Source: an optimization exercise on an open RTL-to-GDS flow (aim: small area and a short achievable clock period). Production flows keep margins and buffers that such runs may drop. In this exercise RTL edits were held to simulation tests only and were not proved equivalent to the original.

Design stack_cpu, start of the top module:
module stack_cpu (
	input logic clk,
	input logic reset,
	input logic run,
	input logic load_valid,
	input logic [stack_cpu_pkg::IMEM_AW-1:0] load_addr,
	input stack_cpu_pkg::word_t load_data,
	output logic load_ready,
	output stack_cpu_pkg::word_t pc,
	output stack_cpu_pkg::word_t instr,
	output logic wb_valid,
	output stack_cpu_pkg::reg_idx_t wb_reg,
	output stack_cpu_pkg::word_t wb_data,
	output logic mem_write,
	output stack_cpu_pkg::word_t mem_addr,
	output stack_cpu_pkg::word_t mem_data
);
clock: 15.0 ns
lec_check: 0
cap_margin: 20
core_margin: 2
core_utilization: 55
cts_cluster_diameter: 60
cts_cluster_size: 30
place_density: 0.65
slew_margin: 20
standard.sh (not shown) runs the stock make flow with config.mk's settings and CLKGATE_MAP_FILE= SYNTH_SCRIPT=/design/flow/synth_recipe.tcl, a recipe that flattens the netlist after the stock synthesis.
==> flow/flow/run.sh <==
#!/bin/bash
# The standard layout, with timing repair aimed below the clock period so the
# achieved period keeps shrinking past the point where the standard margin stops.
set -euo pipefail
bash standard.sh SETUP_SLACK_MARGIN=8.5 finish > make_finish.log 2>&1
The starting point never finished: it broke off in global routing (5_1_grt) (GRT-0116).
Then changed:
==> flow/run.sh (new file) <==
#!/bin/bash
# synth_recipe.tcl (not shown) runs the flow's synth.tcl, then flattens the netlist and writes it again
# the make line also repeats each setting of config.mk as NAME=value (left out here)
make -C /OpenROAD-flow-scripts/flow DESIGN_CONFIG=/design/flow/config.mk WORK_HOME=/design/flow/orfs CLKGATE_MAP_FILE= SYNTH_SCRIPT=/design/flow/synth_recipe.tcl finish
Settings changed: SETUP_SLACK_MARGIN set to 5.
removed: flow/flow/run.sh
removed: flow/standard.sh
The new run did not get past global routing (5_1_grt) with GRT-0116; synthesized cell count does not change; area after synthesis is unchanged.

========
Another version of the RTL of stack_cpu (not shown whole).
For scale: about 20000 cells after synthesis, about 8400 flip-flops, about 110 I/O pins, roughly 0.33 mm2 of cells after synthesis.
==> flow/design.v (excerpt) <==
module stack_cpu (
	input logic clk,
	input logic reset,
	input logic run,
	input logic load_valid,
	input logic [stack_cpu_pkg::IMEM_AW-1:0] load_addr,
	input stack_cpu_pkg::word_t load_data,
	output logic load_ready,
	output stack_cpu_pkg::word_t pc,
	output stack_cpu_pkg::word_t instr,
	output logic wb_valid,
	output stack_cpu_pkg::reg_idx_t wb_reg,
	output stack_cpu_pkg::word_t wb_data,
	output logic mem_write,
	output stack_cpu_pkg::word_t mem_addr,
	output stack_cpu_pkg::word_t mem_data
);
Settings: LEC_CHECK=0, CAP_MARGIN=20, CORE_MARGIN=2, CORE_UTILIZATION=30, PLACE_DENSITY=0.38, SETUP_SLACK_MARGIN=5, SLEW_MARGIN=20; clock period 15.0 ns.
run.sh (not shown) runs the stock make flow with config.mk's settings and CLKGATE_MAP_FILE= SYNTH_SCRIPT=/design/flow/synth_recipe.tcl, a recipe that flattens the netlist after the stock synthesis.
Stock flow here: none of the scripts above is used.
The baseline completed without violations.
Then changed:
CORE_UTILIZATION = 55   (was 30)
CTS_CLUSTER_DIAMETER = 60   (was not set)
CTS_CLUSTER_SIZE = 30   (was not set)
PLACE_DENSITY = 0.65   (was 0.38)
Outcome: The changed run finished with timing, DRC and antenna clean; critical path depth does not change; non-clock buffer count drops by 103; via count climbs by 0.95%; synthesized area is unchanged; die area drops by 45%; first-iteration DRC count climbs by 46%.

========
Setup of oak:
Another version of the RTL of stack_cpu (not shown whole).
Size in the first run: about 20000 cells after synthesis.
## stack_cpu
module stack_cpu (
	input logic clk,
	input logic reset,
	input logic run,
	input logic load_valid,
	input logic [stack_cpu_pkg::IMEM_AW-1:0] load_addr,
	input stack_cpu_pkg::word_t load_data,
	output logic load_ready,
	output stack_cpu_pkg::word_t pc,
	output stack_cpu_pkg::word_t instr,
	output logic wb_valid,
	output stack_cpu_pkg::reg_idx_t wb_reg,
	output stack_cpu_pkg::word_t wb_data,
	output logic mem_write,
	output stack_cpu_pkg::word_t mem_addr,
	output stack_cpu_pkg::word_t mem_data
);
	localparam int SP_RESET_WORD = stack_cpu_pkg::SP_RESET[stack_cpu_pkg::DMEM_AW:1];
	stack_cpu_pkg::word_t imem [stack_cpu_pkg::IMEM_WORDS];
	stack_cpu_pkg::word_t dmem [stack_cpu_pkg::DMEM_WORDS];
	stack_cpu_pkg::word_t regs [stack_cpu_pkg::NUM_REGS];
	stack_cpu_pkg::word_t sp;
	stack_cpu_pkg::word_t ir;
	stack_cpu_pkg::word_t opa;
	stack_cpu_pkg::word_t opb;
	logic neg_q;
	logic rst_q;
	logic carry_q, overflow_q, zero_q, sign_q;
	stack_cpu_pkg::word_t ins0;
	stack_cpu_pkg::word_t tos0;
	stack_cpu_pkg::word_t tos;
	logic [3:0] opcode;
	logic [2:0] rd;
	logic is_push, is_pop, is_alu, is_call, is_ret;
	assign ins0 = imem[0];
	assign tos0 = dmem[SP_RESET_WORD];
	assign instr = rst_q ? ins0 : ir;
	assign tos = rst_q ? tos0 : (neg_q ? ~opb : opb);
	assign opcode = instr[15:12];
	assign rd = instr[9:7];
	assign is_push = (opcode == stack_cpu_pkg::OP_STACK) & ~instr[10];
	assign is_pop = (opcode == stack_cpu_pkg::OP_STACK) & instr[10];
	assign is_alu = (opcode == stack_cpu_pkg::OP_ALU);
	assign is_call = (opcode == stack_cpu_pkg::OP_CALL);
	assign is_ret = (opcode == stack_cpu_pkg::OP_RET);
	function automatic logic taken_of(input logic [3:0] op, input logic c, input logic v,
		input logic z, input logic s);
		case (op)
			stack_cpu_pkg::OP_BR_ALWAYS: taken_of = 1'b1;
			stack_cpu_pkg::OP_BR_C:      taken_of = c;
			stack_cpu_pkg::OP_BR_NC:     taken_of = ~c;
			stack_cpu_pkg::OP_BR_Z:      taken_of = z;
			stack_cpu_pkg::OP_BR_NZ:     taken_of = ~z;
			stack_cpu_pkg::OP_BR_V:      taken_of = v;
			stack_cpu_pkg::OP_BR_NV:     taken_of = ~v;
			stack_cpu_pkg::OP_BR_S:      taken_of = s;
			stack_cpu_pkg::OP_BR_NS:     taken_of = ~s;
			stack_cpu_pkg::OP_CALL:      taken_of = 1'b1;
			default:                     taken_of = 1'b0;
		endcase
	endfunction
	stack_cpu_pkg::word_t pc_plus;
	stack_cpu_pkg::word_t off_i;
  ...
==> flow/config.mk <==
export PLATFORM = sky130hd
export DESIGN_NAME = stack_cpu
export DESIGN_NICKNAME = stack_cpu
export VERILOG_FILES = /design/flow/design.v
export SDC_FILE = /design/flow/constraint.sdc
export NUM_CORES = 4
export LEC_CHECK = 0
export CAP_MARGIN = 20
export CORE_MARGIN = 2
export CORE_UTILIZATION = 55
export CTS_CLUSTER_DIAMETER = 60
export CTS_CLUSTER_SIZE = 30
export PLACE_DENSITY = 0.65
export SLEW_MARGIN = 20
export SYNTH_HIERARCHICAL = 1
export SYNTH_MINIMUM_KEEP_SIZE = 0
==> flow/constraint.sdc <==
create_clock -name core_clock -period 15.0 [get_ports {clk}]
set_input_delay 3.0000 -clock core_clock [delete_from_list [all_inputs] [get_ports {clk}]]
set_output_delay 3.0000 -clock core_clock [all_outputs]
set_load 0.01 [all_outputs]
standard.sh (not shown) runs the stock make flow with config.mk's settings and CLKGATE_MAP_FILE= SYNTH_SCRIPT=/design/flow/synth_recipe.tcl, a recipe that flattens the netlist after the stock synthesis.
==> flow/flow/run.sh <==
#!/bin/bash
# The standard layout, with timing repair aimed below the clock period so the
# achieved period keeps shrinking past the point where the standard margin stops.
set -euo pipefail
bash standard.sh SETUP_SLACK_MARGIN=8.5 finish > make_finish.log 2>&1
The inputs of pine differ from those of oak as listed below.
# oak
export LEC_CHECK = 0
export CAP_MARGIN = 20
export CORE_MARGIN = 2
export CORE_UTILIZATION = 55
export CTS_CLUSTER_DIAMETER = 60
export CTS_CLUSTER_SIZE = 30
export PLACE_DENSITY = 0.65
export SLEW_MARGIN = 20
export SYNTH_HIERARCHICAL = 1
export SYNTH_MINIMUM_KEEP_SIZE = 0
create_clock -name core_clock -period 15.0 [get_ports {clk}]
# pine
export LEC_CHECK = 0
export CAP_MARGIN = 20
export CORE_MARGIN = 2
export CORE_UTILIZATION = 50
export CTS_CLUSTER_DIAMETER = 60
export CTS_CLUSTER_SIZE = 30
export PLACE_DENSITY = 0.6
export SLEW_MARGIN = 20
export SYNTH_HIERARCHICAL = 1
export SYNTH_MINIMUM_KEEP_SIZE = 0
create_clock -name core_clock -period 15.0 [get_ports {clk}]
Findings:
- Against oak, pine reports a fraction of the cycle the final worst path needs that is lower.
- Of the two values seen for slowest library cell on the worst path, dfrtp_4 was produced by pine and dfrtp_1 by oak.
- Between pine and oak, the total routed wirelength is lower for oak.
- In pine, timing-limited maximum frequency is higher than in oak.
- Between pine and oak, the difference in hold slack is negligible.
- pine vs. oak: setup slack moved up, non-clock buffer count shows a reduction of 3.7%.

[what the ideal ports hide]
The flow's constraints put no driver on any port. The routed layouts listed below were extracted and timed again, unchanged, in two steps.
Step 1 assumes that a clkbuf_16 drives the clock port and a buf_2 every other input.
Step 2 moves the port delays by t, midway between the first and last clock arrival at a register: inputs arrive t later, outputs are due t later. That takes back most of the time a late clock gives input paths.
Three values: no drivers, after step 1, after step 2; two values: the first two.
| run | t, ns | setup slack, ns | hold WS [ns] | clock arrival spread, ns | worst data-port slew with drivers (ns) |
|---|---|---|---|---|---|
| the first run of note 2 | 1.274 | 5.419 / 5.257 / 5.533 | 0.507 / 0.507 / 0.507 | 0.093 / 0.093 | 0.20 |
| the second run of note 2 | 1.228 | 5.483 / 5.357 / 5.646 | 0.511 / 0.511 / 0.511 | 0.066 / 0.066 | 0.19 |
| oak | 1.278 | 8.126 / 7.989 / 7.205 | 0.512 / 0.512 / 0.512 | 0.106 / 0.106 | 0.16 |
| pine | 1.276 | 8.208 / 8.064 / 7.375 | 0.510 / 0.510 / 0.510 | 0.125 / 0.125 | 0.21 |
After both steps every run listed still meets setup and hold. For oak, which loses most, drivers alone change the setup slack by -0.137 ns; drivers and shift together by -0.921 ns.
